Source: an optimization exercise on an open RTL-to-GDS flow (aim: small area, a short achievable clock period and few clock cycles). Production flows keep margins and buffers that such runs may drop.
At most, simulation tests tie the RTL to the original design; equivalence was not proved.
For runs 2 to 4, only the layout was checked, not whether the RTL still works.
No activity file was given, so power comes from the tool's default toggle rates.

**config.mk**
```make
export PLATFORM = sky130hd
export DESIGN_NAME = pipeCpu
export DESIGN_NICKNAME = pipeCpu
export VERILOG_FILES = /design/flow/design.v
export SDC_FILE = /design/flow/constraint.sdc
export NUM_CORES = 4
export LEC_CHECK = 0
export CAP_MARGIN = 20
export CORE_MARGIN = 2
export CORE_UTILIZATION = 40
export SLEW_MARGIN = 20
```
**constraint.sdc**
```tcl
create_clock -name core_clock -period 9.0 [get_ports {clock}]
set_input_delay 1.8000 -clock core_clock [delete_from_list [all_inputs] [get_ports {clock}]]
set_output_delay 1.8000 -clock core_clock [all_outputs]
set_load 0.01 [all_outputs]
```
**design.v**
```verilog
`timescale 1ns/100ps
package isaPkg;
  typedef enum logic [6:0] {
    OP_R      = 7'b0110011,
    OP_IMM    = 7'b0010011,
    OP_LOAD   = 7'b0000011,
    OP_STORE  = 7'b0100011,
    OP_BRANCH = 7'b1100011,
    OP_JAL    = 7'b1101111
  } opcodeT;
  typedef logic [2:0] funct3T;
  localparam funct3T F3_ADD_SUB = 3'b000;
  localparam funct3T F3_SLL     = 3'b001;
  localparam funct3T F3_SLT     = 3'b010;
  localparam funct3T F3_SLTU    = 3'b011;
  localparam funct3T F3_XOR     = 3'b100;
  localparam funct3T F3_SRL_SRA = 3'b101;
  localparam funct3T F3_OR      = 3'b110;
  localparam funct3T F3_AND     = 3'b111;
  localparam funct3T F3_BEQ  = 3'b000;
  localparam funct3T F3_BNE  = 3'b001;
  localparam funct3T F3_BLT  = 3'b100;
  localparam funct3T F3_BGE  = 3'b101;
  localparam funct3T F3_BLTU = 3'b110;
  localparam funct3T F3_BGEU = 3'b111;
  localparam funct3T F3_MEM_B  = 3'b000;
  localparam funct3T F3_MEM_H  = 3'b001;
  localparam funct3T F3_MEM_W  = 3'b010;
  localparam funct3T F3_MEM_BU = 3'b100;
  localparam funct3T F3_MEM_HU = 3'b101;
  localparam logic [6:0] F7_ALT = 7'b0100000;  
  typedef enum logic [3:0] {
    ALU_ADD, ALU_SUB, ALU_XOR, ALU_OR, ALU_AND, ALU_SLL, ALU_SRL, ALU_SRA,
    ALU_SLT, ALU_SLTU, ALU_BLT, ALU_BLTU
  } aluOpT;
  typedef enum logic [1:0] {
    CLASS_REG_IMM = 2'b00,
    CLASS_ADDR    = 2'b01,
    CLASS_BRANCH  = 2'b10
  } aluClassT;
endpackage
`timescale 1ns/100ps
package pipePkg;
  typedef struct packed {
    logic regWrite;
    logic memRead;
    logic memWrite;
    logic memToReg;
    logic aluSrc;
    logic branch;
    logic jump;
    logic [1:0] aluClass;
  } ctrlT;
  typedef struct packed {
    logic [32-1:0] pc;
    logic [31:0] instr;
  } ifIdT;
  typedef struct packed {
    ctrlT ctrl;
    logic [32-1:0] pc;
    logic [32-1:0] rs1Data;
    logic [32-1:0] rs2Data;
    logic [32-1:0] imm;
    logic [5-1:0] rs1;
    logic [5-1:0] rs2;
    logic [5-1:0] rd;
    logic [2:0] funct3;
    logic [6:0] funct7;
  } idExT;
  typedef struct packed {
    ctrlT ctrl;
    logic [32-1:0] aluResult;
    logic [32-1:0] storeData;
    logic [32-1:0] branchTarget;
    logic branchTaken;
    logic [2:0] funct3;
    logic [5-1:0] rd;
  } exMemT;
  typedef struct packed {
    logic regWrite;
    logic [32-1:0] writeData;
    logic [5-1:0] rd;
  } memWbT;
  localparam int IFID_W  = 64;
  localparam int IDEX_W  = 162;
  localparam int EXMEM_W = 114;
  localparam int MEMWB_W = 38;
  localparam logic [1:0] BYP_RF  = 2'd0;
  localparam logic [1:0] BYP_WB  = 2'd1;
  localparam logic [1:0] BYP_MEM = 2'd2;
endpackage
`timescale 1ns/100ps
`timescale 1ns/100ps
`timescale 1ns/100ps
`timescale 1ns/100ps
module alu (
  input  logic [32-1:0] a,
  input  logic [32-1:0] b,
  input  logic               selAdd,
  input  logic               selSub,
  input  logic               selSll,
  input  logic               selSlt,
  input  logic               selSltu,
  input  logic               selXor,
  input  logic               selSr,
  input  logic               selOr,
  input  logic               selAnd,
  input  logic               arith,    
  output logic [32-1:0] sum,      
  output logic [32-1:0] result,
  output logic               eq,
  output logic               lt,
  output logic               ltu
);
  logic [32:0] diff;
  logic [32-1:0] shIn;
  logic [32-1:0] shOut;
  logic [32-1:0] shRev;
  assign sum = a + b;
  assign diff = {1'b0, a} - {1'b0, b};
  assign ltu = diff[32];
  assign lt = (a[32-1] ^ b[32-1]) ? a[32-1] : diff[32-1];
  assign eq = (a == b);
  always_comb
  begin
    for (int i = 0; i < 32; i++)
      shIn[i] = selSll ? a[32-1-i] : a[i];
  end
  assign shOut = 32'($signed({arith & a[32-1], shIn}) >>> b[4:0]);
  always_comb
  begin
    for (int i = 0; i < 32; i++)
      shRev[i] = shOut[32-1-i];
  end
  assign result = ({32{selAdd}} & sum)
                | ({32{selSub}} & diff[32-1:0])
                | ({32{selSll}} & shRev)
                | ({32{selSr}} & shOut)
                | ({32{selSlt}} & {{(32-1){1'b0}}, lt})
                | ({32{selSltu}} & {{(32-1){1'b0}}, ltu})
                | ({32{selXor}} & (a ^ b))
                | ({32{selOr}} & (a | b))
                | ({32{selAnd}} & (a & b));
endmodule
`timescale 1ns/100ps
module regFile (
  input  logic               clock,
  input  logic [5-1:0] readAddrA,
  input  logic [5-1:0] readAddrB,
  input  logic               writeEn,    
  input  logic [5-1:0] writeAddr,
  input  logic [32-1:0] writeData,
  output logic [32-1:0] readDataA,
  output logic [32-1:0] readDataB
);
  logic [32-1:0] regs [1:32-1];
  always_ff @(posedge clock)
  begin
    for (int i = 1; i < 32; i++)
      if (writeEn && writeAddr == 5'(i))
        regs[i] <= writeData;
  end
  always_comb
  begin
    readDataA = '0;
    readDataB = '0;
    for (int i = 1; i < 32; i++)
    begin
      readDataA = readDataA | ({32{readAddrA == 5'(i)}} & regs[i]);
      readDataB = readDataB | ({32{readAddrB == 5'(i)}} & regs[i]);
    end
    if (writeEn && writeAddr == readAddrA)
      readDataA = writeData;
    if (writeEn && writeAddr == readAddrB)
      readDataB = writeData;
  end
endmodule
`timescale 1ns/100ps
module memAlign (
  input  logic [2:0]          funct3,
  input  logic [1:0]          addrLow,
  input  logic [32-1:0]  storeData,
  input  logic [32-1:0]  memRdata,
  output logic [32-1:0]  loadData,
  output logic [32-1:0]  laneData,
  output logic [3:0]          byteEnables
);
  logic [32-1:0] rdataShift;
  logic signBit;
  assign rdataShift = memRdata >> {addrLow, 3'b000};  
  always_comb
  begin
    signBit = !funct3[2] && (funct3[0] ? rdataShift[15] : rdataShift[7]);
    loadData[7:0] = rdataShift[7:0];
    loadData[15:8] = (funct3[1:0] == 2'b00) ? {8{signBit}} : rdataShift[15:8];
    loadData[31:16] = funct3[1] ? rdataShift[31:16] : {16{signBit}};
  end
  always_comb
  begin
    laneData[7:0] = storeData[7:0];
    laneData[15:8] = (funct3[1:0] == 2'b00) ? storeData[7:0] : storeData[15:8];
    laneData[23:16] = funct3[1] ? storeData[23:16] : storeData[7:0];
    laneData[31:24] = funct3[1] ? storeData[31:24] :
                      funct3[0] ? storeData[15:8] : storeData[7:0];
    case (funct3[1:0])
      2'b00:   byteEnables = 4'b0001 << addrLow;
      2'b01:   byteEnables = addrLow[1] ? 4'b1100 : 4'b0011;
      default: byteEnables = 4'b1111;
    endcase
  end
endmodule
`timescale 1ns/100ps
module pipeCpu (
  input  logic               clock,
  input  logic               rstN,
  output logic [32-1:0] imemAddr,
  input  logic [31:0]        imemData,
  output logic [32-1:0] dmemAddr,
  output logic [32-1:0] dmemWdata,
  output logic [3:0]         dmemBe,
  output logic               dmemWe,
  input  logic [32-1:0] dmemRdata
);
  logic [9:0]         pc;         
  logic [9:0]         exTarget;   
  logic [32-1:0] exA;
  logic [32-1:0] exB;        
  logic [32-1:0] exStore;    
  logic [5-1:0] exRd;
  logic [2:0]         exF3;
  logic exWrite;                  
  logic exLoad;
  logic exStoreOp;
  logic exBranch;
  logic exAdd, exSub, exSll, exSlt, exSltu, exXor, exSr, exOr, exAnd, exArith;
  logic [32-1:0] sum;
  logic [32-1:0] aluResult;
  logic [32-1:0] loadData;
  logic [32-1:0] exResult;
  logic eq, lt, ltu;
  logic taken;
  alu exAlu (
    .a(exA), .b(exB),
    .selAdd(exAdd), .selSub(exSub), .selSll(exSll), .selSlt(exSlt), .selSltu(exSltu),
    .selXor(exXor), .selSr(exSr), .selOr(exOr), .selAnd(exAnd), .arith(exArith),
    .sum(sum), .result(aluResult), .eq(eq), .lt(lt), .ltu(ltu)
  );
  assign taken = exBranch && ((exF3[2] ? (exF3[1] ? ltu : lt) : eq) ^ exF3[0]);
  memAlign align (
    .funct3(exF3), .addrLow(sum[1:0]),
    .storeData(exStore), .memRdata(dmemRdata),
    .loadData(loadData), .laneData(dmemWdata), .byteEnables(dmemBe)
  );
  assign dmemAddr = {sum[32-1:2], 2'b00};
  assign dmemWe = exStoreOp;
  assign exResult = exLoad ? loadData : aluResult;
  logic [9:0] fetchPc;
  logic [31:0] instr;
  logic [32-1:0] rs1Data;
  logic [32-1:0] rs2Data;
  logic isR, isImm, isLoad, isStore, isBranch, isJal;
  logic [32-1:0] imm;
  logic [9:0] offset;
  logic [9:0] jumpPc;
  logic [2:0] f3;
  assign fetchPc = taken ? exTarget : pc;
  assign imemAddr = {{(32-12){1'b0}}, fetchPc, 2'b00};
  assign instr = imemData;
  assign f3 = instr[14:12];
  assign isLoad   = instr[6:4] == 3'b000;
  assign isImm    = instr[6:4] == 3'b001;
  assign isStore  = instr[6:4] == 3'b010;
  assign isR      = instr[6:4] == 3'b011;
  assign isBranch = instr[6:4] == 3'b110 && !instr[2];
  assign isJal    = instr[6:4] == 3'b110 && instr[2];
  assign imm = {{(32-11){instr[31]}}, instr[30:25],
                isStore ? instr[11:7] : instr[24:20]};
  assign offset = isJal ? {instr[20], instr[30:22]} : {instr[7], instr[30:25], instr[11:9]};
  assign jumpPc = fetchPc + offset;
  regFile regs (
    .clock(clock),
    .readAddrA(instr[19:15]), .readAddrB(instr[24:20]),
    .writeEn(exWrite), .writeAddr(exRd), .writeData(exResult),
    .readDataA(rs1Data), .readDataB(rs2Data)
  );
  always_ff @(posedge clock)
  begin
    if (!rstN)
      pc <= '0;
    else
      pc <= isJal ? jumpPc : fetchPc + 10'd1;
  end
  always_ff @(posedge clock)
  begin
    if (!rstN)
    begin
      exWrite <= 1'b0;
      exStoreOp <= 1'b0;
      exBranch <= 1'b0;
    end
    else
    begin
      exWrite <= (isR || isImm || isLoad) && instr[11:7] != '0;
      exStoreOp <= isStore;
      exBranch <= isBranch;
    end
  end
  always_ff @(posedge clock)
  begin
    exTarget <= jumpPc;
    exA <= rs1Data;
    exB <= (isR || isBranch) ? rs2Data : imm;
    exStore <= rs2Data;
    exRd <= instr[11:7];
    exF3 <= f3;
    exLoad <= isLoad;
    exAdd <= isImm && f3 == 3'b000 || isR && f3 == 3'b000 && !instr[30];
    exSub <= isR && f3 == 3'b000 && instr[30];
    exSll <= (isR || isImm) && f3 == 3'b001;
    exSlt <= (isR || isImm) && f3 == 3'b010;
    exSltu <= (isR || isImm) && f3 == 3'b011;
    exXor <= (isR || isImm) && f3 == 3'b100;
    exSr <= (isR || isImm) && f3 == 3'b101;
    exOr <= (isR || isImm) && f3 == 3'b110;
    exAnd <= (isR || isImm) && f3 == 3'b111;
    exArith <= instr[30];
  end
endmodule
```
**run.sh**
```bash
#!/bin/bash
# synth_recipe.tcl (not shown) runs the flow's synth.tcl, then flattens the netlist and writes it again
# the make line also repeats each setting of config.mk as NAME=value (left out here)
make -C /OpenROAD-flow-scripts/flow DESIGN_CONFIG=/design/flow/config.mk WORK_HOME=/design/flow/orfs CLKGATE_MAP_FILE= SYNTH_SCRIPT=/design/flow/synth_recipe.tcl finish
```
==> results of run 1 <==
[cells in the final DEF, fill, tap and decap left out, drive strengths merged, types with 24 or more instances in the layout]
cell / count
edfxtp: 992
a22oi: 607
nand2: 345
nor2: 290
buf: 206
a21oi: 161
a221oi: 160
a22o: 154
clkbuf: 141
clkdlybuf4s50: 139
dfxtp: 138
inv: 122
o21ai: 108
ha: 106
nand3: 104
nand4: 100
mux2i: 89
nor3: 72
a222oi: 62
mux2: 54
clkinv: 47
mux4: 46
nor4: 42
o21a: 38
xnor2: 37
a21o: 36
and3: 34
o211ai: 31
nor2b: 27
nand2b: 25
a211oi: 25
conb: 24
[where the power goes]
| part | internal (W) | switching [W] |
|---|---|---|
| clock | 0.00293 | 0.00214 |
| sequential | 0.00594 | 0.000146 |
| combinational | 0.000912 | 0.00191 |
| total | 0.00979 | 0.00420 |
[stage by stage]
step	hold slack, ps	setup slack [ps]	instance area, um2	util
after CTS	628.2	5.881	65160	0.4664
after floorplan	558.1	1590	56490	-
after detailed placement	614.6	797.2	61210	0.4381
final	624.0	349.9	65260	0.4671
after global placement	608.7	828.4	61210	0.4381
after global routing	675.9	118.5	65230	0.4669
[worst max-delay path, delay by kind of cell, from the launching register on]
kind / cells / cell delay [ps]
fa+ha+maj: 2 / 890
compound gates: 8 / 1970
flops: 1 / 510
simple gates: 3 / 1110
mux: 2 / 680
buf+inv: 4 / 920
[what timing repair did]
item | CTS | global route
hold endpoints to repair | 0 | 0
buffers inserted | 0 | 3
resized for setup | 0 | 2
setup endpoints to repair | 0 | 10
[final timing paths]
path                         end  depth (start not counted)           startpoint
max                  imemAddr[3]                         19       exA[6]$_DFF_P_
min          exTarget[9]$_DFF_P_                          2  exTarget[9]$_DFF_P_
max reg2reg     pc[9]$_SDFF_PN0_                         28       exA[6]$_DFF_P_
min reg2reg  exTarget[9]$_DFF_P_                          2  exTarget[9]$_DFF_P_
[per-layer routing]
layer  vias to the layer above  track usage
li1                      19160            -
met3                      1663       0.1703
met1                     24380       0.4654
met5                         -            0
met2                      5689       0.5577
met4                        26       0.2833
[cell type report]
type / instances / area share
Antenna cell: 15 / 0.0005752
Clock inverter: 74 / 0.01379
Inverter: 120 / 0.006902
Timing Repair Buffer: 346 / 0.04724
Clock buffer: 140 / 0.04684
Multi-Input combinational cell: 3105 / 0.3498
Sequential cell: 1130 / 0.4988
Tap cell: 1876 / 0.03597
[state kept, by name, summed over array words and instances (netlist names), 3 cells and up]
| signal | flops |
|---|---|
| exRd | 5 |
| exF3 | 3 |
| exTarget | 10 |
| exA | 32 |
| regs.regs | 992 |
| pc | 10 |
| exB | 32 |
| exStore | 32 |
[cell families after synthesis]
group	Yosys count	synth area share
flops	1130	0.5771
buf+inv	484	0.03502
mux	189	0.04521
fa+ha+maj	110	0.02493
xor+xnor	56	0.008695
compound gates	1580	0.2120
simple gates	1146	0.09700
other cells	1	0.00006648
==> summary.txt, run 1 <==
Place
  • IO buf count: 139
  • Placed Cells incl. Taps: 6,573
  • DP HPWL: around 180 mm
  • Gpl congestion: roughly 1.1

Yosys
  • Synth area leaders: edfxtp_1 (53%), a22oi_1 (8.1%), dfxtp_1 (4.9%)
  • Yosys top cell area share: 0.5281
  • Number of flops mapped to enable cells by yosys: 992
  • Synth async-reset ratio: 0
  • FF+latch count, synth: 1,130
  • Cells after synthesis: between 4,000 and 5,000
  • Synth top cells by count: edfxtp_1 (992), a22oi_1 (607), nand2_1 (345), nor2_1 (289), clkbuf_1 (283)
  • Synthesized area: between 0.05 and 0.06 mm2
  • Top FF cell, synth: edfxtp_1
  • Netlist cell types: between 90 and 100
  • Mean Syn Cell Area: 12.01 um2
  • Sequential share of the synthesized area: 0.5771
  • Most frequent cell after synthesis: edfxtp_1
  • Biggest area consumer among synthesized cells: edfxtp_1
  • Synth warnings: 5

Die
  • Core Region: approximately 0.14 mm2
  • Chip Height: 379.5 um
  • I/O pin count: between 150 and 200
  • Die X: around 380 um
  • FP Rows: roughly 140
  • Die ar.: 0.1440 mm2
  • Starting density of the core: 0.4038

Worst setup path
  • Flop2flop setup slack: ~960 ps
  • Crit-path max cell delay: 650 ps
  • Crit path DAT: around 6900 ps
  • Critical path class: flip-flop to output port
  • CP Data Required Time: slightly above 7000 ps
  • Critical-path cell list: inv_1, ha_1, or4_1, nor3_2, o311ai_2, a2111oi_2, o31ai_2, o211ai_1, a21oi_1, o21ba_2, fa_1, nand3b_1, o31ai_1, a21oi_1, mux2i_4, buf_4, mux2i_1, inv_1, clkdlybuf4s50_1
  • Critical path's slowest cell: or4_1
  • Worst Setup Start Kind: flip-flop
  • Crit-path max FO: 13
  • Endpoint class of the critical path: output port

Global route
  • GR Overflow Total: 0
  • Antenna violations before repair: 22
  • First-pass GRT wire length: slightly below 400 mm
  • Number of global-route vias before repair: ~46,000
  • Largest net degree at the start of global routing: 42
  • Total GRT Usage: 0.3898

Route
  • Router iterations before antenna repair: 10
  • WL per Instance: 42.88 um
  • DR DRC count: 0
  • Final wirelength: between 200 and 300 mm
  • Via density: between 7 and 8
  • Routed wl met2: ~120 mm
  • ANT nets after route: 0
  • DRT iter0 DRCs: 11,980
  • Total number of vias: 50,920
  • Met3 wire len: 49.40 mm
  • Routed met1 length: ~96 mm
  • Top Layer Used: met5

Timing
  • Tcrit/Tclk final: 0.9611
  • Endpoints failing setup: 0
  • Clk_skew: around 35 ps
  • Sum Neg Setup Slack: 0 ps
  • Unrepaired setup endpoints after global routing: no
  • Final Max Slew Viols: 0
  • Hold Fails Final Rpt: 0
  • Fmax: about 120 MHz
  • Worst Tran Pin Value: 1335 ps
  • Max transition margin: 0.1102
  • Fin crit period: slightly below 9000 ps

Run
  • Max-cap violation count: 0

Finish
  • Register area: between 0.03 and 0.04 mm2
  • Nets@finish: around 5,000
  • Area delta synth->final: 15.69%
  • Share of cells above drive strength 1: 0.1306
  • Layout Cells excl Fill: roughly 6,800
  • Multi-input gate area: between 0.02 and 0.025 mm2
  • # fillers: 12,440

Pwr
  • Pwr per Cell Area: approximately 210 mW/mm2
  • LEAKAGE: between 20 and 25 nW
  • Peak VDD IR: approximately 0.16 mV
  • Pwr Total: between 0.01 and 0.015 W

Clock tree
  • Clk buf depth: 3
  • CTS tree: yes
  • CTS Buf Count: 114
  • H-tree depth: 3
  • CTS Hold Bufs: 0
  • Clock latency on the worst-skew pair: 770 ps
  • Root buffer cell: clkbuf_16
  • Worst-path clk slew: around 70 ps
  • Clock net sink count: around 1,100

Status
  • Status: no timing/DRC/antenna violations

Min path
  • Worst hold path class: flip-flop to flip-flop
Testbench counts, summed over its fixed seeds: cycles 39,137.
==> run 2: changes to the inputs <==
--- a/design.v
+++ b/design.v
@@ -177,34 +177,36 @@
 endmodule
 `timescale 1ns/100ps
 module memAlign (
-  input  logic [2:0]          funct3,
-  input  logic [1:0]          addrLow,
-  input  logic [32-1:0]  storeData,
+  input  logic [2:0]          loadF3,
+  input  logic [1:0]          loadAddrLow,
   input  logic [32-1:0]  memRdata,
   output logic [32-1:0]  loadData,
+  input  logic [2:0]          storeF3,
+  input  logic [1:0]          storeAddrLow,
+  input  logic [32-1:0]  storeData,
   output logic [32-1:0]  laneData,
   output logic [3:0]          byteEnables
 );
   logic [32-1:0] rdataShift;
   logic signBit;
-  assign rdataShift = memRdata >> {addrLow, 3'b000};  
+  assign rdataShift = memRdata >> {loadAddrLow, 3'b000};  
   always_comb
   begin
-    signBit = !funct3[2] && (funct3[0] ? rdataShift[15] : rdataShift[7]);
+    signBit = !loadF3[2] && (loadF3[0] ? rdataShift[15] : rdataShift[7]);
     loadData[7:0] = rdataShift[7:0];
-    loadData[15:8] = (funct3[1:0] == 2'b00) ? {8{signBit}} : rdataShift[15:8];
-    loadData[31:16] = funct3[1] ? rdataShift[31:16] : {16{signBit}};
+    loadData[15:8] = (loadF3[1:0] == 2'b00) ? {8{signBit}} : rdataShift[15:8];
+    loadData[31:16] = loadF3[1] ? rdataShift[31:16] : {16{signBit}};
   end
   always_comb
   begin
     laneData[7:0] = storeData[7:0];
-    laneData[15:8] = (funct3[1:0] == 2'b00) ? storeData[7:0] : storeData[15:8];
-    laneData[23:16] = funct3[1] ? storeData[23:16] : storeData[7:0];
-    laneData[31:24] = funct3[1] ? storeData[31:24] :
-                      funct3[0] ? storeData[15:8] : storeData[7:0];
-    case (funct3[1:0])
-      2'b00:   byteEnables = 4'b0001 << addrLow;
-      2'b01:   byteEnables = addrLow[1] ? 4'b1100 : 4'b0011;
+    laneData[15:8] = (storeF3[1:0] == 2'b00) ? storeData[7:0] : storeData[15:8];
+    laneData[23:16] = storeF3[1] ? storeData[23:16] : storeData[7:0];
+    laneData[31:24] = storeF3[1] ? storeData[31:24] :
+                      storeF3[0] ? storeData[15:8] : storeData[7:0];
+    case (storeF3[1:0])
+      2'b00:   byteEnables = 4'b0001 << storeAddrLow;
+      2'b01:   byteEnables = storeAddrLow[1] ? 4'b1100 : 4'b0011;
       default: byteEnables = 4'b1111;
     endcase
   end
@@ -222,73 +224,138 @@
   input  logic [32-1:0] dmemRdata
 );
   logic [9:0]         pc;         
-  logic [9:0]         exTarget;   
   logic [32-1:0] exA;
   logic [32-1:0] exB;        
-  logic [32-1:0] exStore;    
+  logic [32-1:0] exS;        
   logic [5-1:0] exRd;
   logic [2:0]         exF3;
+  logic [9:0]         exAltPc;    
+  logic exFwdA, exFwdB, exFwdS;   
   logic exWrite;                  
   logic exLoad;
   logic exStoreOp;
   logic exBranch;
+  logic exPred;                   
   logic exAdd, exSub, exSll, exSlt, exSltu, exXor, exSr, exOr, exAnd, exArith;
+  logic [32-1:0] memRes;     
+  logic [32-1:0] memLanes;
+  logic [3:0]         memBe;
+  logic [5-1:0] memRd;
+  logic [2:0]         memF3;
+  logic memWrite;
+  logic memLoad;
+  logic memStore;
+  logic [32-1:0] loadData;
+  logic [32-1:0] wbData;
+  logic [32-1:0] laneData;
+  logic [3:0] byteEnables;
+  logic [32-1:0] a;
+  logic [32-1:0] b;
+  logic [32-1:0] s;
   logic [32-1:0] sum;
   logic [32-1:0] aluResult;
-  logic [32-1:0] loadData;
-  logic [32-1:0] exResult;
   logic eq, lt, ltu;
   logic taken;
+  logic mispredict;
+  assign a = exFwdA ? memRes : exA;
+  assign b = exFwdB ? memRes : exB;
+  assign s = exFwdS ? memRes : exS;
   alu exAlu (
-    .a(exA), .b(exB),
+    .a(a), .b(b),
     .selAdd(exAdd), .selSub(exSub), .selSll(exSll), .selSlt(exSlt), .selSltu(exSltu),
     .selXor(exXor), .selSr(exSr), .selOr(exOr), .selAnd(exAnd), .arith(exArith),
     .sum(sum), .result(aluResult), .eq(eq), .lt(lt), .ltu(ltu)
   );
-  assign taken = exBranch && ((exF3[2] ? (exF3[1] ? ltu : lt) : eq) ^ exF3[0]);
+  assign taken = (exF3[2] ? (exF3[1] ? ltu : lt) : eq) ^ exF3[0];
+  assign mispredict = exBranch && (taken != exPred);
   memAlign align (
-    .funct3(exF3), .addrLow(sum[1:0]),
-    .storeData(exStore), .memRdata(dmemRdata),
-    .loadData(loadData), .laneData(dmemWdata), .byteEnables(dmemBe)
+    .loadF3(memF3), .loadAddrLow(memRes[1:0]), .memRdata(dmemRdata), .loadData(loadData),
+    .storeF3(exF3), .storeAddrLow(sum[1:0]), .storeData(s),
+    .laneData(laneData), .byteEnables(byteEnables)
   );
-  assign dmemAddr = {sum[32-1:2], 2'b00};
-  assign dmemWe = exStoreOp;
-  assign exResult = exLoad ? loadData : aluResult;
-  logic [9:0] fetchPc;
+  assign dmemAddr = {memRes[32-1:2], 2'b00};
+  assign dmemWdata = memLanes;
+  assign dmemBe = memBe;
+  assign dmemWe = memStore;
+  assign wbData = memLoad ? loadData : memRes;
+  always_ff @(posedge clock)
+  begin
+    if (!rstN)
+    begin
+      memWrite <= 1'b0;
+      memStore <= 1'b0;
+    end
+    else
+    begin
+      memWrite <= exWrite;
+      memStore <= exStoreOp;
+    end
+  end
+  always_ff @(posedge clock)
+  begin
+    memRes <= (exLoad || exStoreOp) ? sum : aluResult;
+    memLanes <= laneData;
+    memBe <= byteEnables;
+    memRd <= exRd;
+    memF3 <= exF3;
+    memLoad <= exLoad;
+  end
   logic [31:0] instr;
   logic [32-1:0] rs1Data;
   logic [32-1:0] rs2Data;
   logic isR, isImm, isLoad, isStore, isBranch, isJal;
+  logic usesRs2;
+  logic [5-1:0] rs1, rs2, rd;
   logic [32-1:0] imm;
   logic [9:0] offset;
   logic [9:0] jumpPc;
+  logic [9:0] seqPc;
+  logic predTaken;
+  logic trivial;
+  logic loadUse;
+  logic issue;               
   logic [2:0] f3;
-  assign fetchPc = taken ? exTarget : pc;
-  assign imemAddr = {{(32-12){1'b0}}, fetchPc, 2'b00};
+  assign imemAddr = {{(32-12){1'b0}}, pc, 2'b00};
   assign instr = imemData;
   assign f3 = instr[14:12];
+  assign rs1 = instr[19:15];
+  assign rs2 = instr[24:20];
+  assign rd = instr[11:7];
   assign isLoad   = instr[6:4] == 3'b000;
   assign isImm    = instr[6:4] == 3'b001;
   assign isStore  = instr[6:4] == 3'b010;
   assign isR      = instr[6:4] == 3'b011;
   assign isBranch = instr[6:4] == 3'b110 && !instr[2];
   assign isJal    = instr[6:4] == 3'b110 && instr[2];
+  assign usesRs2  = isR || isBranch || isStore;
   assign imm = {{(32-11){instr[31]}}, instr[30:25],
                 isStore ? instr[11:7] : instr[24:20]};
   assign offset = isJal ? {instr[20], instr[30:22]} : {instr[7], instr[30:25], instr[11:9]};
-  assign jumpPc = fetchPc + offset;
+  assign jumpPc = pc + offset;
+  assign seqPc = pc + 10'd1;
+  assign predTaken = isBranch && instr[31];    
+  assign trivial = !instr[31] && !instr[7] && instr[30:25] == '0 && instr[11:8] == 4'b0010;
+  assign loadUse = exLoad && exWrite &&
+                   (exRd == rs1 && !isJal || exRd == rs2 && usesRs2);
+  assign issue = !loadUse && !mispredict;
   regFile regs (
     .clock(clock),
-    .readAddrA(instr[19:15]), .readAddrB(instr[24:20]),
-    .writeEn(exWrite), .writeAddr(exRd), .writeData(exResult),
+    .readAddrA(rs1), .readAddrB(rs2),
+    .writeEn(memWrite), .writeAddr(memRd), .writeData(wbData),
     .readDataA(rs1Data), .readDataB(rs2Data)
   );
   always_ff @(posedge clock)
   begin
     if (!rstN)
       pc <= '0;
+    else if (mispredict)
+      pc <= exAltPc;
+    else if (loadUse)
+      pc <= pc;
+    else if (isJal || predTaken)
+      pc <= jumpPc;
     else
-      pc <= isJal ? jumpPc : fetchPc + 10'd1;
+      pc <= seqPc;
   end
   always_ff @(posedge clock)
   begin
@@ -297,23 +364,28 @@
       exWrite <= 1'b0;
       exStoreOp <= 1'b0;
       exBranch <= 1'b0;
+      exLoad <= 1'b0;
     end
     else
     begin
-      exWrite <= (isR || isImm || isLoad) && instr[11:7] != '0;
-      exStoreOp <= isStore;
-      exBranch <= isBranch;
+      exWrite <= issue && (isR || isImm || isLoad) && rd != '0;
+      exStoreOp <= issue && isStore;
+      exBranch <= issue && isBranch && !trivial;
+      exLoad <= issue && isLoad;
     end
   end
   always_ff @(posedge clock)
   begin
-    exTarget <= jumpPc;
     exA <= rs1Data;
     exB <= (isR || isBranch) ? rs2Data : imm;
-    exStore <= rs2Data;
-    exRd <= instr[11:7];
+    exS <= rs2Data;
+    exRd <= rd;
     exF3 <= f3;
-    exLoad <= isLoad;
+    exPred <= predTaken;
+    exAltPc <= predTaken ? seqPc : jumpPc;
+    exFwdA <= exWrite && exRd == rs1;
+    exFwdB <= exWrite && exRd == rs2 && (isR || isBranch);
+    exFwdS <= exWrite && exRd == rs2 && isStore;
     exAdd <= isImm && f3 == 3'b000 || isR && f3 == 3'b000 && !instr[30];
     exSub <= isR && f3 == 3'b000 && instr[30];
     exSll <= (isR || isImm) && f3 == 3'b001;
--- a/config.mk
+++ b/config.mk
@@ -8,4 +8,5 @@
 export CAP_MARGIN = 20
 export CORE_MARGIN = 2
 export CORE_UTILIZATION = 40
+export SETUP_SLACK_MARGIN = 5
 export SLEW_MARGIN = 20
==> run 2 against run 1 <==
  * Final cell count grew 4.1%
  * Largest power group unchanged
  * Global-route usage is essentially flat
  * Clock power grew 12%
  * Sequential power grew 11%
  * Count of clock-buffer cells in the layout grew 15
  * Die area grew 3.2%
  * Synthesized area grew 3.2%
  * Highest routed layer unchanged
  * Sequential share of layout area shrank 1.4 points
  * Synthesized cell count grew 1.9%
==> summary.txt, run 2 <==
Place
  • Gpl congestion: 1.035 (-2.7%)
  • IO buf count: 139 (unchanged)
  • Placed Cells incl. Taps: 6,655 (+1.2%)
  • DP HPWL: 173.7 mm (-4.7%)
  • Post-DP Area: 0.06269 mm2 (+2.4%)

Route
  • Router iterations before antenna repair: 12 (+2)
  • WL per Instance: 42.43 um (-1.0%)
  • Via density: 7.448 (-0.45%)
  • DRT iter0 DRCs: 12,420 (+3.6%)
  • Final wirelength: 300.6 mm (+3.0%)
  • ANT nets after route: 0 (unchanged)
  • Total number of vias: 52,750 (+3.6%)
  • DR DRC count: 0 (unchanged)

Timing
  • Sum Neg Setup Slack: 0 ps (unchanged)
  • Fin crit period: 4661 ps (-3989 ps)
  • Tcrit/Tclk final: 0.5179 (-0.4432)
  • Final Max Slew Viols: 0 (unchanged)
  • Fmax: 214.5 MHz (+86%)
  • Hold Fails Final Rpt: 0 (unchanged)
  • Worst Tran Pin Value: 1253 ps (-82.06 ps)
  • Clk_skew: 51.59 ps (+16.42 ps)
  • Max transition margin: 0.1410 (+0.03082)
  • Unrepaired setup endpoints after global routing: yes
  • Endpoints failing setup: 0 (unchanged)

Clock tree
  • Clock net sink count: 1,213 (+7.3%)
  • CTS Hold Bufs: 0 (unchanged)
  • CTS tree: yes
  • H-tree depth: 4 (+1)
  • Clock latency on the worst-skew pair: 820 ps (+50 ps)
  • Worst-path clk slew: 70 ps (about the same)
  • CTS Buf Count: 130 (+14%)
  • Clk buf depth: 3 (unchanged)
  • Root buffer cell: clkbuf_16

Worst setup path
  • R2R Path Start: memRes[3]$_DFF_P_
  • Critical path class: flip-flop to flip-flop
  • Worst Setup Start Kind: flip-flop
  • Crit-path max FO: 33 (+20)
  • Endpoint class of the critical path: flip-flop
  • Crit path DAT: 5320 ps (-1530 ps)
  • CP Data Required Time: 9660 ps (+2460 ps)
  • Flop2flop setup slack: 4340 ps (+3380 ps)
  • Crit. Startpoint: memRes[3]$_DFF_P_

Global route
  • Total GRT Usage: 0.3900 (about the same)
  • Largest net degree at the start of global routing: 52 (+24%)
  • Antenna violations before repair: 13 (-41%)
  • First-pass GRT wire length: 399.5 mm (+2.1%)
  • GR Overflow Total: 0 (unchanged)
  • Number of global-route vias before repair: 48,790 (+5.2%)

Die
  • Chip Height: 385.5 um (+1.6%)
  • Die ar.: 0.1486 mm2 (+3.2%)
  • I/O pin count: 167 (unchanged)
  • Starting density of the core: 0.4014 (-0.002339)
  • Core Region: 0.1450 mm2 (+3.8%)
  • FP Rows: 140 (+2.2%)
  • Die X: 385.5 um (+1.6%)

Finish
  • Share of cells above drive strength 1: 0.1911 (+0.06046)
  • Commonest non-fill, non-tap cell in the layout: edfxtp_1
  • Max reg flops: 992 (unchanged)
  • Largest Register: regs.regs
  • Nets@finish: 5,228 (+4.7%)
  • Most frequent cells in the layout: edfxtp_1 (992), a22oi_1 (427), buf_4 (290)
  • Post-layout util: 0.4864 (+0.01928)
  • # fillers: 12,610 (+1.4%)
  • Finished Cell Area: 0.07055 mm2 (+8.1%)
  • Area delta synth->final: 21.17%
  • Layout Cells excl Fill: 7,083 (+4.1%)

Pwr
  • Peak VDD IR: 0.1409 mV (-13%)
  • LEAKAGE: 23.98 nW (+7.4%)
  • Pwr per Cell Area: 219.2 mW/mm2 (+2.3%)

Min path
  • HP Start: exLoad$_SDFF_PN0_
  • Worst hold path class: flip-flop to flip-flop

Yosys
  • Number of flops mapped to enable cells by yosys: 992 (unchanged)
  • Synth top cells by count: edfxtp_1 (992), a22oi_1 (427), nor2_1 (338), clkbuf_1 (273), a221oi_1 (268)
  • Netlist cell types: 86 (-9.5%)
  • Biggest area consumer among synthesized cells: edfxtp_1
  • Synth async-reset ratio: 0 (unchanged)
  • Yosys top cell area share: 0.5116 (-0.01647)
  • Mean Syn Cell Area: 12.17 um2 (+1.3%)
  • Synth area leaders: edfxtp_1 (51%), dfxtp_1 (7.6%), a22oi_1 (5.5%)
  • FF+latch count, synth: 1,213 (+7.3%)
  • Synth warnings: 5 (unchanged)
  • Cells after synthesis: 4,786 (+1.9%)
  • Top FF cell, synth: edfxtp_1
  • Most frequent cell after synthesis: edfxtp_1
  • Sequential share of the synthesized area: 0.5876 (+0.01054)
  • Synthesized area: 0.05822 mm2 (+3.2%)

Run
  • Max-cap violation count: 0 (unchanged)

Status
  • Status: no timing/DRC/antenna violations
[run 2: what timing repair did]
item | in CTS | in global routing
pin swaps | 59 | 29
gates resized for setup | 321 | 102
gates cloned | 15 | 7
setup buffers | 129 | 31
endpoints found under the setup margin | 308 | 250
[run 2: cell type report]
cell class	count	area, um2	share of cell area
Tap cell	1917	2399	0.03400
Clock buffer	155	3493	0.04952
Antenna cell	6	15.01	0.0002128
Timing Repair Buffer	481	4439	0.06293
Sequential cell	1213	34240	0.4853
Multi-Input combinational cell	3088	24400	0.3459
Clock inverter	85	947.2	0.01343
Inverter	128	540.5	0.007662
Timing Repair inverter	10	68.82	0.0009755
[run 2: layer usage]
metal | up-vias | track usage | part of all wire
li1 | 19860 | - | -
met1 | 25250 | 0.4546 | 0.32
met2 | 5770 | 0.5625 | 0.41
met3 | 1859 | 0.1700 | 0.16
met4 | 20 | 0.2965 | 0.10
met5 | - | 0.02242 | 0.0014
[run 2: cells by family (layout without fill, tap and decap cells)]
group                    after synthesis  count (layout)  synth area share
other                                  1              30        0.00006441
multiplexers                         247             249           0.05024
flip-flops                          1213            1213            0.5876
adder cells (fa/ha/maj)              110             110           0.02415
AO/OA/AOI/OAI                       1625            1625            0.2099
XOR/XNOR                              57              57          0.008574
AND/OR/NAND/NOR                     1020            1023           0.08297
buffers and inverters                513             859           0.03651
[run 2: metrics by stage]
stage               hold WS [ps]  setup WS (ps)  total power, W
finish                     398.8           4339         0.01546
detailed placement         392.2           2793        0.009365
CTS                        399.8           4507         0.01516
global route               407.9           4231         0.01576
global placement           391.0           2755        0.009356
floorplan                  329.0           4474        0.008209
[run 2: power breakdown]
group	switching (W)	internal, W	total, W
Combinational	0.00205	0.000995	0.00305
Sequential	0.000237	0.00651	0.00675
Clock	0.00245	0.00322	0.00567
[run 2: worst max-delay path, cell delays in order, from the launching register on]
cell	delay, ps
dfxtp_1	700
mux2i_4	160
buf_12	210
ha_4	300
inv_1	100
o221ai_4	130
a221oi_4	420
a211oi_4	100
a21oi_4	340
a31oi_4	150
a21oi_2	150
o21ai_1	80
a21oi_1	150
nor2_1	80
fa_2	360
nand2_2	80
o21ai_1	80
a211oi_2	250
o21ai_1	110
a21oi_1	120
o211ai_1	160
a21oi_2	180
a21oi_1	50
[run 2: path summary, 6_finish.rpt]
path,to,cells past startpoint
min reg2reg,memLoad$_DFF_P_,0
max reg2reg,memRes[0]$_DFF_P_,22
max,memRes[0]$_DFF_P_,22
min,memLoad$_DFF_P_,0
==> run 3: changes to the inputs <==
--- a/design.v
+++ b/design.v
@@ -93,11 +93,71 @@
 `timescale 1ns/100ps
 `timescale 1ns/100ps
 `timescale 1ns/100ps
+module addFast #(
+  parameter int W = 32
+) (
+  input  logic [W-1:0] a,
+  input  logic [W-1:0] b,
+  input  logic         cin,
+  output logic [W-1:0] s
+);
+  localparam int L = $clog2(W);
+  logic [W-1:0] g [L+1];
+  logic [W-1:0] p [L+1];
+  logic [W-1:0] x;
+  assign x = a ^ b;
+  assign g[0] = {a[W-1:1] & b[W-1:1], a[0] & b[0] | x[0] & cin};
+  assign p[0] = x;
+  for (genvar l = 1; l <= L; l++) begin : level
+    for (genvar i = 0; i < W; i++) begin : bit_
+      if (((i >> (l - 1)) & 1) == 1) begin : merge
+        localparam int J = ((i >> (l - 1)) << (l - 1)) - 1;
+        assign g[l][i] = g[l-1][i] | p[l-1][i] & g[l-1][J];
+        assign p[l][i] = p[l-1][i] & p[l-1][J];
+      end else begin : pass
+        assign g[l][i] = g[l-1][i];
+        assign p[l][i] = p[l-1][i];
+      end
+    end
+  end
+  assign s = x ^ {g[L][W-2:0], cin};
+endmodule
+module cmpFast (
+  input  logic [32-1:0] a,
+  input  logic [32-1:0] b,
+  output logic               eq,
+  output logic               lt,
+  output logic               ltu
+);
+  localparam int W = 32 - 1;  
+  localparam int L = $clog2(W);
+  logic [W-1:0] e [L+1];
+  logic [W-1:0] l [L+1];
+  logic eTop;
+  assign e[0] = ~(a[W-1:0] ^ b[W-1:0]);
+  assign l[0] = ~a[W-1:0] & b[W-1:0];
+  for (genvar k = 1; k <= L; k++) begin : level
+    for (genvar i = 0; i < W; i++) begin : bit_
+      if (((i >> (k - 1)) & 1) == 1) begin : merge
+        localparam int J = ((i >> (k - 1)) << (k - 1)) - 1;
+        assign l[k][i] = l[k-1][i] | e[k-1][i] & l[k-1][J];
+        assign e[k][i] = e[k-1][i] & e[k-1][J];
+      end else begin : pass
+        assign l[k][i] = l[k-1][i];
+        assign e[k][i] = e[k-1][i];
+      end
+    end
+  end
+  assign eTop = ~(a[W] ^ b[W]);
+  assign eq = eTop & e[L][W-1];
+  assign ltu = ~a[W] & b[W] | eTop & l[L][W-1];
+  assign lt = a[W] & ~b[W] | eTop & l[L][W-1];
+endmodule
 module alu (
   input  logic [32-1:0] a,
   input  logic [32-1:0] b,
-  input  logic               selAdd,
-  input  logic               selSub,
+  input  logic               cin,
+  input  logic               selSum,   
   input  logic               selSll,
   input  logic               selSlt,
   input  logic               selSltu,
@@ -106,21 +166,17 @@
   input  logic               selOr,
   input  logic               selAnd,
   input  logic               arith,    
-  output logic [32-1:0] sum,      
+  output logic [32-1:0] sum,
   output logic [32-1:0] result,
   output logic               eq,
   output logic               lt,
   output logic               ltu
 );
-  logic [32:0] diff;
   logic [32-1:0] shIn;
   logic [32-1:0] shOut;
   logic [32-1:0] shRev;
-  assign sum = a + b;
-  assign diff = {1'b0, a} - {1'b0, b};
-  assign ltu = diff[32];
-  assign lt = (a[32-1] ^ b[32-1]) ? a[32-1] : diff[32-1];
-  assign eq = (a == b);
+  addFast #(.W(32)) adder (.a(a), .b(b), .cin(cin), .s(sum));
+  cmpFast cmp (.a(a), .b(b), .eq(eq), .lt(lt), .ltu(ltu));
   always_comb
   begin
     for (int i = 0; i < 32; i++)
@@ -132,8 +188,7 @@
     for (int i = 0; i < 32; i++)
       shRev[i] = shOut[32-1-i];
   end
-  assign result = ({32{selAdd}} & sum)
-                | ({32{selSub}} & diff[32-1:0])
+  assign result = ({32{selSum}} & sum)
                 | ({32{selSll}} & shRev)
                 | ({32{selSr}} & shOut)
                 | ({32{selSlt}} & {{(32-1){1'b0}}, lt})
@@ -236,7 +291,7 @@
   logic exStoreOp;
   logic exBranch;
   logic exPred;                   
-  logic exAdd, exSub, exSll, exSlt, exSltu, exXor, exSr, exOr, exAnd, exArith;
+  logic exSum, exSub, exSll, exSlt, exSltu, exXor, exSr, exOr, exAnd, exArith;
   logic [32-1:0] memRes;     
   logic [32-1:0] memLanes;
   logic [3:0]         memBe;
@@ -258,11 +313,11 @@
   logic taken;
   logic mispredict;
   assign a = exFwdA ? memRes : exA;
-  assign b = exFwdB ? memRes : exB;
-  assign s = exFwdS ? memRes : exS;
+  assign b = exFwdB ? (memRes ^ {32{exSub}}) : exB;  
+  assign s = exFwdS ? wbData : exS;    
   alu exAlu (
-    .a(a), .b(b),
-    .selAdd(exAdd), .selSub(exSub), .selSll(exSll), .selSlt(exSlt), .selSltu(exSltu),
+    .a(a), .b(b), .cin(exSub),
+    .selSum(exSum), .selSll(exSll), .selSlt(exSlt), .selSltu(exSltu),
     .selXor(exXor), .selSr(exSr), .selOr(exOr), .selAnd(exAnd), .arith(exArith),
     .sum(sum), .result(aluResult), .eq(eq), .lt(lt), .ltu(ltu)
   );
@@ -293,7 +348,7 @@
   end
   always_ff @(posedge clock)
   begin
-    memRes <= (exLoad || exStoreOp) ? sum : aluResult;
+    memRes <= aluResult;
     memLanes <= laneData;
     memBe <= byteEnables;
     memRd <= exRd;
@@ -305,6 +360,7 @@
   logic [32-1:0] rs2Data;
   logic isR, isImm, isLoad, isStore, isBranch, isJal;
   logic usesRs2;
+  logic isSub;
   logic [5-1:0] rs1, rs2, rd;
   logic [32-1:0] imm;
   logic [9:0] offset;
@@ -328,15 +384,17 @@
   assign isBranch = instr[6:4] == 3'b110 && !instr[2];
   assign isJal    = instr[6:4] == 3'b110 && instr[2];
   assign usesRs2  = isR || isBranch || isStore;
+  assign isSub    = isR && f3 == 3'b000 && instr[30];
   assign imm = {{(32-11){instr[31]}}, instr[30:25],
                 isStore ? instr[11:7] : instr[24:20]};
   assign offset = isJal ? {instr[20], instr[30:22]} : {instr[7], instr[30:25], instr[11:9]};
-  assign jumpPc = pc + offset;
-  assign seqPc = pc + 10'd1;
-  assign predTaken = isBranch && instr[31];    
+  addFast #(.W(10)) jumpAdd (.a(pc), .b(offset), .cin(1'b0), .s(jumpPc));
+  addFast #(.W(10)) seqAdd (.a(pc), .b(10'd0), .cin(1'b1), .s(seqPc));
+  assign predTaken = isBranch && ((rs1 == rs2) ? (f3 == 3'b000 || f3 == 3'b101 || f3 == 3'b111)
+                                               : (instr[31] || f3 == 3'b001));
   assign trivial = !instr[31] && !instr[7] && instr[30:25] == '0 && instr[11:8] == 4'b0010;
   assign loadUse = exLoad && exWrite &&
-                   (exRd == rs1 && !isJal || exRd == rs2 && usesRs2);
+                   (exRd == rs1 && !isJal || exRd == rs2 && (isR || isBranch));
   assign issue = !loadUse && !mispredict;
   regFile regs (
     .clock(clock),
@@ -377,7 +435,7 @@
   always_ff @(posedge clock)
   begin
     exA <= rs1Data;
-    exB <= (isR || isBranch) ? rs2Data : imm;
+    exB <= (isR || isBranch) ? (isSub ? ~rs2Data : rs2Data) : imm;
     exS <= rs2Data;
     exRd <= rd;
     exF3 <= f3;
@@ -386,8 +444,8 @@
     exFwdA <= exWrite && exRd == rs1;
     exFwdB <= exWrite && exRd == rs2 && (isR || isBranch);
     exFwdS <= exWrite && exRd == rs2 && isStore;
-    exAdd <= isImm && f3 == 3'b000 || isR && f3 == 3'b000 && !instr[30];
-    exSub <= isR && f3 == 3'b000 && instr[30];
+    exSum <= (isImm || isR) && f3 == 3'b000 || isLoad || isStore;
+    exSub <= isSub;
     exSll <= (isR || isImm) && f3 == 3'b001;
     exSlt <= (isR || isImm) && f3 == 3'b010;
     exSltu <= (isR || isImm) && f3 == 3'b011;
==> run 3 against run 2 <==
  * Still clean
  * Combinational power decreased by 7.5%
  * Critical path depth is 3 lower
  * Worst setup slack gained 400 ps
  * Via count shrank 0.96%
  * Register-to-register slack better by 550 ps
  * Largest cell class unchanged
==> summary.txt, run 3 <==
Global route
  • Number of global-route vias before repair: 48,100 (-1.4%)
  • First-pass GRT wire length: 394.9 mm (-1.2%)
  • Antenna violations before repair: 11 (-2)
  • GR Overflow Total: 0 (unchanged)
  • Largest net degree at the start of global routing: 45 (-13%)
  • Total GRT Usage: 0.3901 (about the same)

Timing
  • Fin crit period: 4258 ps (-402.8 ps)
  • Unrepaired setup endpoints after global routing: yes
  • Final Max Slew Viols: 0 (unchanged)
  • Min Hold Slack: 357.5 ps (-41.22 ps)
  • Final worst slack: 4742 ps (+402.8 ps)
  • Max transition margin: 0.1596 (+0.01862)
  • Clk_skew: 54.31 ps (+2.719 ps)
  • Worst Tran Pin Value: 1261 ps (+7.911 ps)
  • Endpoints failing setup: 0 (unchanged)
  • Fmax: 234.8 MHz (+9.5%)
  • Hold Fails Final Rpt: 0 (unchanged)
  • Sum Neg Setup Slack: 0 ps (unchanged)
  • Tcrit/Tclk final: 0.4732 (-0.04475)

Place
  • IO buf count: 139 (unchanged)
  • Pre-CTS setup slack: 2731 ps (-62.61 ps)
  • Post-DP Area: 0.06193 mm2 (-1.2%)
  • Gpl congestion: 1.014 (-2.1%)
  • DP HPWL: 171.1 mm (-1.5%)

Finish
  • Most frequent cells in the layout: edfxtp_1 (992), a22oi_1 (650), buf_4 (294)
  • Share of cells above drive strength 1: 0.1887 (-0.002358)
  • Max reg flops: 992 (unchanged)
  • Largest Register: regs.regs
  • Finished Cell Area: 0.06958 mm2 (-1.4%)
  • # fillers: 12,260 (-2.8%)
  • Nets@finish: 5,172 (-1.1%)
  • Area delta synth->final: 21.60%
  • Commonest non-fill, non-tap cell in the layout: edfxtp_1

Die
  • Chip Height: 382.2 um (-0.85%)
  • Die ar.: 0.1461 mm2 (-1.7%)
  • Core Region: 0.1418 mm2 (-2.3%)
  • I/O pin count: 167 (unchanged)
  • Starting density of the core: 0.4037 (+0.002229)
  • Die X: 382.2 um (-0.85%)
  • FP Rows: 138 (-1.4%)

Route
  • Router iterations before antenna repair: 15 (+3)
  • DRT iter0 DRCs: 12,210 (-1.7%)
  • Total number of vias: 52,240 (-0.96%)
  • WL per Instance: 42.19 um (-0.58%)
  • Via density: 7.470 (+0.30%)
  • Final wirelength: 295.0 mm (-1.8%)
  • ANT nets after route: 0 (unchanged)
  • DR DRC count: 0 (unchanged)

Worst setup path
  • Crit path DAT: 4940 ps (-380 ps)
  • Endpoint class of the critical path: flip-flop
  • Worst Setup Start Kind: input port
  • Critical path class: input port to flip-flop
  • Crit-path max FO: 4 (-88%)
  • Crit. Startpoint: imemData[5]
  • R2R Path Start: exSub$_DFF_P_
  • CP Data Required Time: 9680 ps (+20 ps)

Clock tree
  • Clock latency on the worst-skew pair: 810 ps (about the same)
  • Worst-path clk slew: 60 ps (about the same)
  • Root buffer cell: clkbuf_16
  • CTS tree: yes
  • H-tree depth: 4 (unchanged)
  • Clock net sink count: 1,213 (unchanged)
  • CTS Buf Count: 131 (+0.77%)
  • Clk buf depth: 3 (unchanged)

Yosys
  • Number of flops mapped to enable cells by yosys: 992 (unchanged)
  • Synth warnings: 14 (+9)
  • Yosys top cell area share: 0.5206 (+0.008950)
  • FF+latch count, synth: 1,213 (unchanged)
  • Synth async-reset ratio: 0 (unchanged)
  • Sequential share of the synthesized area: 0.5979 (+0.01028)
  • Most frequent cell after synthesis: edfxtp_1
  • Biggest area consumer among synthesized cells: edfxtp_1
  • Cells after synthesis: 4,687 (-2.1%)
  • Netlist cell types: 83 (-3.5%)
  • Top FF cell, synth: edfxtp_1
  • Synth top cells by count: edfxtp_1 (992), a22oi_1 (650), nor2_1 (341), clkbuf_1 (282), nand2_1 (236)
  • Synth area leaders: edfxtp_1 (52%), a22oi_1 (8.5%), dfxtp_1 (7.7%)
  • Mean Syn Cell Area: 12.21 um2 (+0.36%)
  • Synthesized area: 0.05722 mm2 (-1.7%)

Status
  • Status: no timing/DRC/antenna violations

Min path
  • Worst hold path class: flip-flop to flip-flop
  • HP Start: exLoad$_SDFF_PN0_

Pwr
  • Peak VDD IR: 0.2252 mV (+60%)
  • LEAKAGE: 23.47 nW (-2.1%)
  • Pwr per Cell Area: 218.4 mW/mm2 (-0.34%)
  • Pwr Total: 0.01520 W (-1.7%)

Run
  • Max-cap violation count: 0 (unchanged)
run 3: changes by cell type in the layout (fill, tap and decap cells not counted), moves of 15 or more:
cell | before | now
a21o_1 | 35 | 7
a21oi_1 | 210 | 188
xnor2_1 | 29 | 86
mux2i_1 | 140 | 100
ha_1 | 78 | 100
a221oi_1 | 266 | 129
nand2_1 | 202 | 228
a22o_1 | 243 | 132
mux2i_4 | 29 | 7
ha_4 | 19 | 4
nor3_1 | 48 | 67
a22oi_1 | 427 | 650
run 3: layout make-up:
cell class	instances	area, um2	area share
sequential	1213	34230	0.4920
multi-input combinational	3028	23260	0.3343
timing repair buffer	502	4776	0.06864
clock buffer	157	3511	0.05046
tap	1890	2365	0.03398
clock inverter	80	979.7	0.01408
inverter	111	424.2	0.006096
antenna	12	30.03	0.0004316
timing repair inverter	1	6.256	0.00008991
run 3: worst max-delay path, cell delays in order:
cell and delay (ps):
buf_8 110, nor2b_4 130, and3_4 160, nand2_2 60
nand2_2 50, ha_2 170, fa_2 350, a21o_1 200
a21o_1 190, a21o_1 160, a21o_1 170, a21oi_2 140
o21bai_1 110, fa_2 410, xnor2_2 150, mux2_4 270
nand2_2 70, xor2_1 140, a21oi_1 70
run 3: metal layers:
metal  wire [um]  part of all wire  track usage  vias to the layer above
li1            -                 -            -                    19390
met1       95600              0.32       0.4584                    25110
met2      117700              0.40       0.5442                     5896
met3       52190              0.18       0.1952                     1827
met4       28830             0.098       0.2851                       25
met5         671            0.0023      0.02612                        -
run 3: logic make-up after synthesis:
logic type                 after synthesis  synth area share
AOI/OAI and AO/OA                     1569            0.2022
xor gates and xnor gates               114           0.01758
adders and majority gates              118           0.02711
buffers and inverters                  472           0.03313
DFF                                   1213            0.5979
muxes                                  186           0.03997
other                                    1        0.00006553
and+or+nand+nor                       1014           0.08202
run 3: power breakdown:
| group | switching, W | internal [W] |
|---|---|---|
| Combinational | 0.00187 | 0.000943 |
| Clock | 0.00242 | 0.00324 |
| Sequential | 0.000214 | 0.00651 |
run 3: metrics by stage:
step           cells    util
6_report        6994  0.4909
3_5_place_dp    6563  0.4368
2_1_floorplan   4710       -
5_1_grt         6982  0.4906
3_3_place_gp    6562  0.4367
4_1_cts         6943  0.4846
run 3: final timing paths:
kind	endpoint	slack, ps	cells past startpoint
worst max register to register	memRes[28]$_DFF_P_	4890	13
worst max-delay path	pc[9]$_SDFFE_PN0P_	4740	19
worst min-delay path	memLoad$_DFF_P_	360	0
worst min register to register	memLoad$_DFF_P_	360	0
run 3: timing repair:
item | 4_1_cts | 5_1_grt
pin swaps | 70 | 44
cloned | 8 | 2
setup buffers | 135 | 36
resized for setup | 229 | 121
hold buffers | 0 | 0
endpoints found under the setup margin | 151 | 92
==> run 4: changes to the inputs <==
==> flow/run.sh (new file) <==
#!/bin/bash
# The standard layout (standard.sh), with one change to synthesis: Yosys
# does not extract full/half-adder cells (ADDER_MAP_FILE empty), so ABC maps
# the design's parallel-prefix adders and comparator as plain gates.
# The whole output of the flow goes to flow_run.log in the work folder; ORFS
# keeps each tool's own log under orfs/logs/.
set -euo pipefail
export ADDER_MAP_FILE=
bash standard.sh finish > flow_run.log 2>&1
==> standard.sh (new file) <==
#!/bin/bash
# synth_recipe.tcl (not shown) runs the flow's synth.tcl, then flattens the netlist and writes it again
# the make line also repeats each setting of config.mk as NAME=value (left out here)
make -C /OpenROAD-flow-scripts/flow DESIGN_CONFIG=/design/flow/config.mk WORK_HOME=/design/flow/orfs CLKGATE_MAP_FILE= SYNTH_SCRIPT=/design/flow/synth_recipe.tcl "${@:-finish}"
removed: run.sh
==> run 4 against run 3 <==
  * Sequential share of layout area grew 1.1 points
  * Core utilization fell by 1.6 points
  * Final cell count shrank 1.8%
  * Register-to-register slack better by 120 ps
  * Worst setup slack gained 240 ps
  * Clock skew decreased by 12 ps
  * Die area is 0.72% higher
  * Combinational power down 7.8%
  * Clock power shrank 4.4%
  * Cell area shrank 2.2%
  * Global-route usage decreased by 2.2 points
  * Critical path type unchanged
  * Largest power group unchanged
  * Highest routed layer unchanged
==> summary.txt, run 4 <==
Yosys
  • Synth warnings: 14 (unchanged)
  • Mean Syn Cell Area: 12.32 um2 (+0.90%)
  • FF+latch count, synth: 1,213 (unchanged)
  • Yosys top cell area share: 0.5168 (-0.003741)
  • Most frequent cell after synthesis: edfxtp_1
  • Sequential share of the synthesized area: 0.5936 (-0.004296)
  • Top FF cell, synth: edfxtp_1
  • Biggest area consumer among synthesized cells: edfxtp_1
  • Synth area leaders: edfxtp_1 (52%), dfxtp_1 (7.7%), a22oi_1 (5.6%)
  • Netlist cell types: 95 (+14%)
  • Cells after synthesis: 4,679 (-0.17%)
  • Synthesized area: 0.05764 mm2 (+0.72%)
  • Number of flops mapped to enable cells by yosys: 992 (unchanged)
  • Synth async-reset ratio: 0 (unchanged)
  • Synth top cells by count: edfxtp_1 (992), a22oi_1 (429), nor2_1 (346), clkbuf_1 (287), a21oi_1 (266)

Worst setup path
  • Worst Setup EP: memLanes[8]$_DFF_P_
  • WP buf/inv: 3 (+2)
  • R2R Path Start: exFwdA$_DFF_P_
  • Most used cell, CP: mux2i_1
  • CP Data Required Time: 9660 ps (-20 ps)
  • Flop2flop setup slack: 5010 ps (+120 ps)
  • Critical-path cell list: clkdlybuf4s50_1, mux2i_1, a22o_1, a21oi_2, buf_4, mux2i_1, inv_1, mux2_2
  • Critical path's slowest cell: mux2i_1
  • Cell family with most CP delay: multiplexers
  • Reg2reg end: memRes[27]$_DFF_P_
  • Crit. Startpoint: dmemRdata[24]
  • WP depth: 8 (-11)
  • Endpoint class of the critical path: flip-flop
  • Crit-path max cell delay: 730 ps (+320 ps)
  • Worst Setup Start Kind: input port
  • Crit-path max FO: 34 (+30)
  • Crit path DAT: 4680 ps (-260 ps)
  • Critical path class: input port to flip-flop
  • Worst R2R Path Depth: 10 (-3)

Clock tree
  • CTS Hold Bufs: 0 (unchanged)
  • CTS tree: yes
  • Clock latency on the worst-skew pair: 820 ps (about the same)
  • CTS Buf Count: 130 (-0.76%)
  • H-tree depth: 4 (unchanged)
  • Clock net sink count: 1,213 (unchanged)
  • Worst-path clk slew: 60 ps (about the same)
  • Root buffer cell: clkbuf_16
  • Clk buf depth: 3 (unchanged)

Timing
  • Tcrit/Tclk final: 0.4468 (-0.02635)
  • Unrepaired setup endpoints after global routing: yes
  • Clk_skew: 42.71 ps (-11.60 ps)
  • Worst Tran Pin Value: 1181 ps (-79.67 ps)
  • Final Max Slew Viols: 0 (unchanged)
  • Max transition margin: 0.2128 (+0.05312)
  • Hold Fails Final Rpt: 0 (unchanged)
  • Fin crit period: 4021 ps (-237.2 ps)
  • Sum Neg Setup Slack: 0 ps (unchanged)
  • Fmax: 248.7 MHz (+5.9%)
  • Endpoints failing setup: 0 (unchanged)

Status
  • Status: no timing/DRC/antenna violations

Route
  • Via density: 7.411 (-0.79%)
  • Total number of vias: 50,900 (-2.6%)
  • ANT nets after route: 0 (unchanged)
  • WL per Instance: 40.72 um (-3.5%)
  • DR DRC count: 0 (unchanged)
  • Final wirelength: 279.7 mm (-5.2%)
  • Router iterations before antenna repair: 10 (-5)
  • DRT iter0 DRCs: 11,450 (-6.2%)

Place
  • Gpl congestion: 0.9823 (-3.1%)
  • Post-DP Area: 0.06212 mm2 (+0.31%)
  • IO buf count: 139 (unchanged)
  • DP HPWL: 161.0 mm (-5.9%)

Finish
  • Most frequent cells in the layout: edfxtp_1 (992), a22oi_1 (429), a21oi_1 (256)
  • # fillers: 12,560 (+2.4%)
  • Max reg flops: 992 (unchanged)
  • Finished Cell Area: 0.06806 mm2 (-2.2%)
  • Nets@finish: 4,926 (-4.8%)
  • Area delta synth->final: 18.08%
  • Largest Register: regs.regs
  • Share of cells above drive strength 1: 0.1737 (-0.01501)
  • Post-layout util: 0.4749 (-0.01596)
  • Commonest non-fill, non-tap cell in the layout: edfxtp_1

Pwr
  • Gate power share: 0.176 (-0.009)
  • LEAKAGE: 22.26 nW (-5.1%)
  • Clk pwr share: 0.367 (-0.005)
  • Sw Ratio: 0.2938 (-0.003009)
  • Pint: 0.01042 W (-2.5%)
  • NetSw: 0.004335 W (-3.9%)
  • Pwr per Cell Area: 216.8 mW/mm2 (-0.74%)
  • Flop pwr share: 0.457 (+0.015)
  • Peak VDD IR: 0.2265 mV (+0.57%)

Die
  • Starting density of the core: 0.4022 (-0.001473)
  • Die ar.: 0.1471 mm2 (+0.72%)
  • Core Region: 0.1433 mm2 (+1.1%)
  • FP Rows: 139 (+0.72%)
  • I/O pin count: 167 (unchanged)
  • Chip Height: 383.6 um (+0.36%)
  • Die X: 383.6 um (+0.36%)

Global route
  • Antenna violations before repair: 12 (+1)
  • Met3 GRT Util: 0.1612 (-0.03395)
  • Largest net degree at the start of global routing: 88 (+96%)
  • Number of global-route vias before repair: 46,860 (-2.6%)
  • First-pass GRT wire length: 377.7 mm (-4.4%)
  • GR Overflow Total: 0 (unchanged)
  • Met1 Use GR: 0.4470 (-0.01133)
  • Met2 usage: 0.5234 (-0.02079)
  • Total GRT Usage: 0.3677 (-0.02235)
  • GRT busiest layer: met2

Min path
  • Worst hold path class: flip-flop to flip-flop
  • HP Start: exLoad$_SDFF_PN0_

Run
  • Max-cap violation count: 0 (unchanged)
## run 4: cells by family (layout without fill, tap and decap cells)
| group | after synthesis | count (layout) | share of synthesized area |
|---|---|---|---|
| xor+xnor | 189 | 189 | 0.02885 |
| buf+inv | 428 | 685 | 0.03174 |
| compound gates | 1644 | 1644 | 0.2137 |
| mux | 218 | 218 | 0.04717 |
| simple gates | 963 | 966 | 0.08078 |
| other cells | 1 | 27 | 0.00006506 |
| flops | 1213 | 1213 | 0.5936 |
| fa+ha+maj | 23 | 23 | 0.004103 |
## run 4: final cells by class
class	instances	area [um2]	area share
antenna	3	7.507	0.0001103
clock buffer	169	3492	0.05131
clock inverter	65	739.5	0.01087
inverter	39	151.4	0.002225
multi-input combinational	3064	23260	0.3418
sequential	1213	34230	0.5030
tap	1903	2381	0.03499
timing repair buffer	412	3789	0.05567
## run 4: how the worst min path moves through the flow
| stage | cells past startpoint | to |
|---|---|---|
| 2_1_floorplan | 0 | memF3[0]$_DFF_P_ |
| 3_3_place_gp | 0 | memLoad$_DFF_P_ |
| 3_5_place_dp | 0 | memLoad$_DFF_P_ |
| 4_1_cts | 0 | memLoad$_DFF_P_ |
| 5_1_grt | 0 | memLoad$_DFF_P_ |
| 6_report | 0 | memLoad$_DFF_P_ |
## run 4: what timing repair did
| action | 4_1_cts | 5_1_grt |
|---|---|---|
| buffers inserted | 66 | 22 |
| resized for setup | 151 | 83 |
| pin swaps | 30 | 15 |
| setup endpoints to repair | 157 | 103 |
| cloned | 1 | 2 |
## run 4: power groups by stage
stage | clock network (W) | registers, W | logic, W
2_1_floorplan | 0 | 0.00677 | 0.00140
3_3_place_gp | 0 | 0.00685 | 0.00234
3_5_place_dp | 0 | 0.00685 | 0.00236
4_1_cts | 0.00542 | 0.00673 | 0.00243
5_1_grt | 0.00564 | 0.00675 | 0.00271
6_report | 0.00541 | 0.00674 | 0.00260
## run 4: layer usage
metal,vias up,wire length (um)
met4,24,25460
met5,-,257
met1,24400,92510
li1,19390,-
met3,1603,47650
met2,5480,113800
## run 4: through the flow
step / setup slack (ps) / std cells / power [W] / hold slack [ps]
after floorplan: 4831 / 4702 / 0.008168 / 329.0
after global routing: 4891 / 6865 / 0.01510 / 397.9
after detailed placement: 2822 / 6540 / 0.009215 / 357.9
after CTS: 4994 / 6841 / 0.01458 / 384.5
final: 4979 / 6868 / 0.01476 / 378.5
after global placement: 2843 / 6539 / 0.009194 / 357.2

==> separate check: timing with driven ports <==
No port has a modelled driver above. Below, the same layouts with a new extraction and two added sets of constraints. Step 1 sets driving cells, clkbuf_16 on the clock port and buf_2 on the other inputs (assumed; they add their load-dependent delay and slew). Step 2 adds t to the input delays and takes it off the output delays; t is the mean of the earliest and latest rising clock arrival at the registers after step 1. Input paths then give back, and output paths get back, about the clock's delay inside the block. a / b / c = ideal / step 1 / step 2; a / b = the first two.
run | shift t [ns] | setup slack, ns | worst hold slack (ns)
run 1 | 0.826 | 0.350 / 0.270 / 0.960 | 0.624 / 0.624 / 0.624
run 2 | 0.872 | 4.339 / 4.339 / 3.810 | 0.399 / 0.399 / 0.399
run 3 | 0.859 | 4.742 / 4.754 / 3.895 | 0.358 / 0.358 / 0.358
run 4 | 0.869 | 4.979 / 5.011 / 4.159 | 0.378 / 0.378 / 0.378
After both steps setup and hold are still met in every run listed. The setup slack of run 3, which loses most, moves by +0.012 ns with the drivers and by -0.847 ns with both steps.
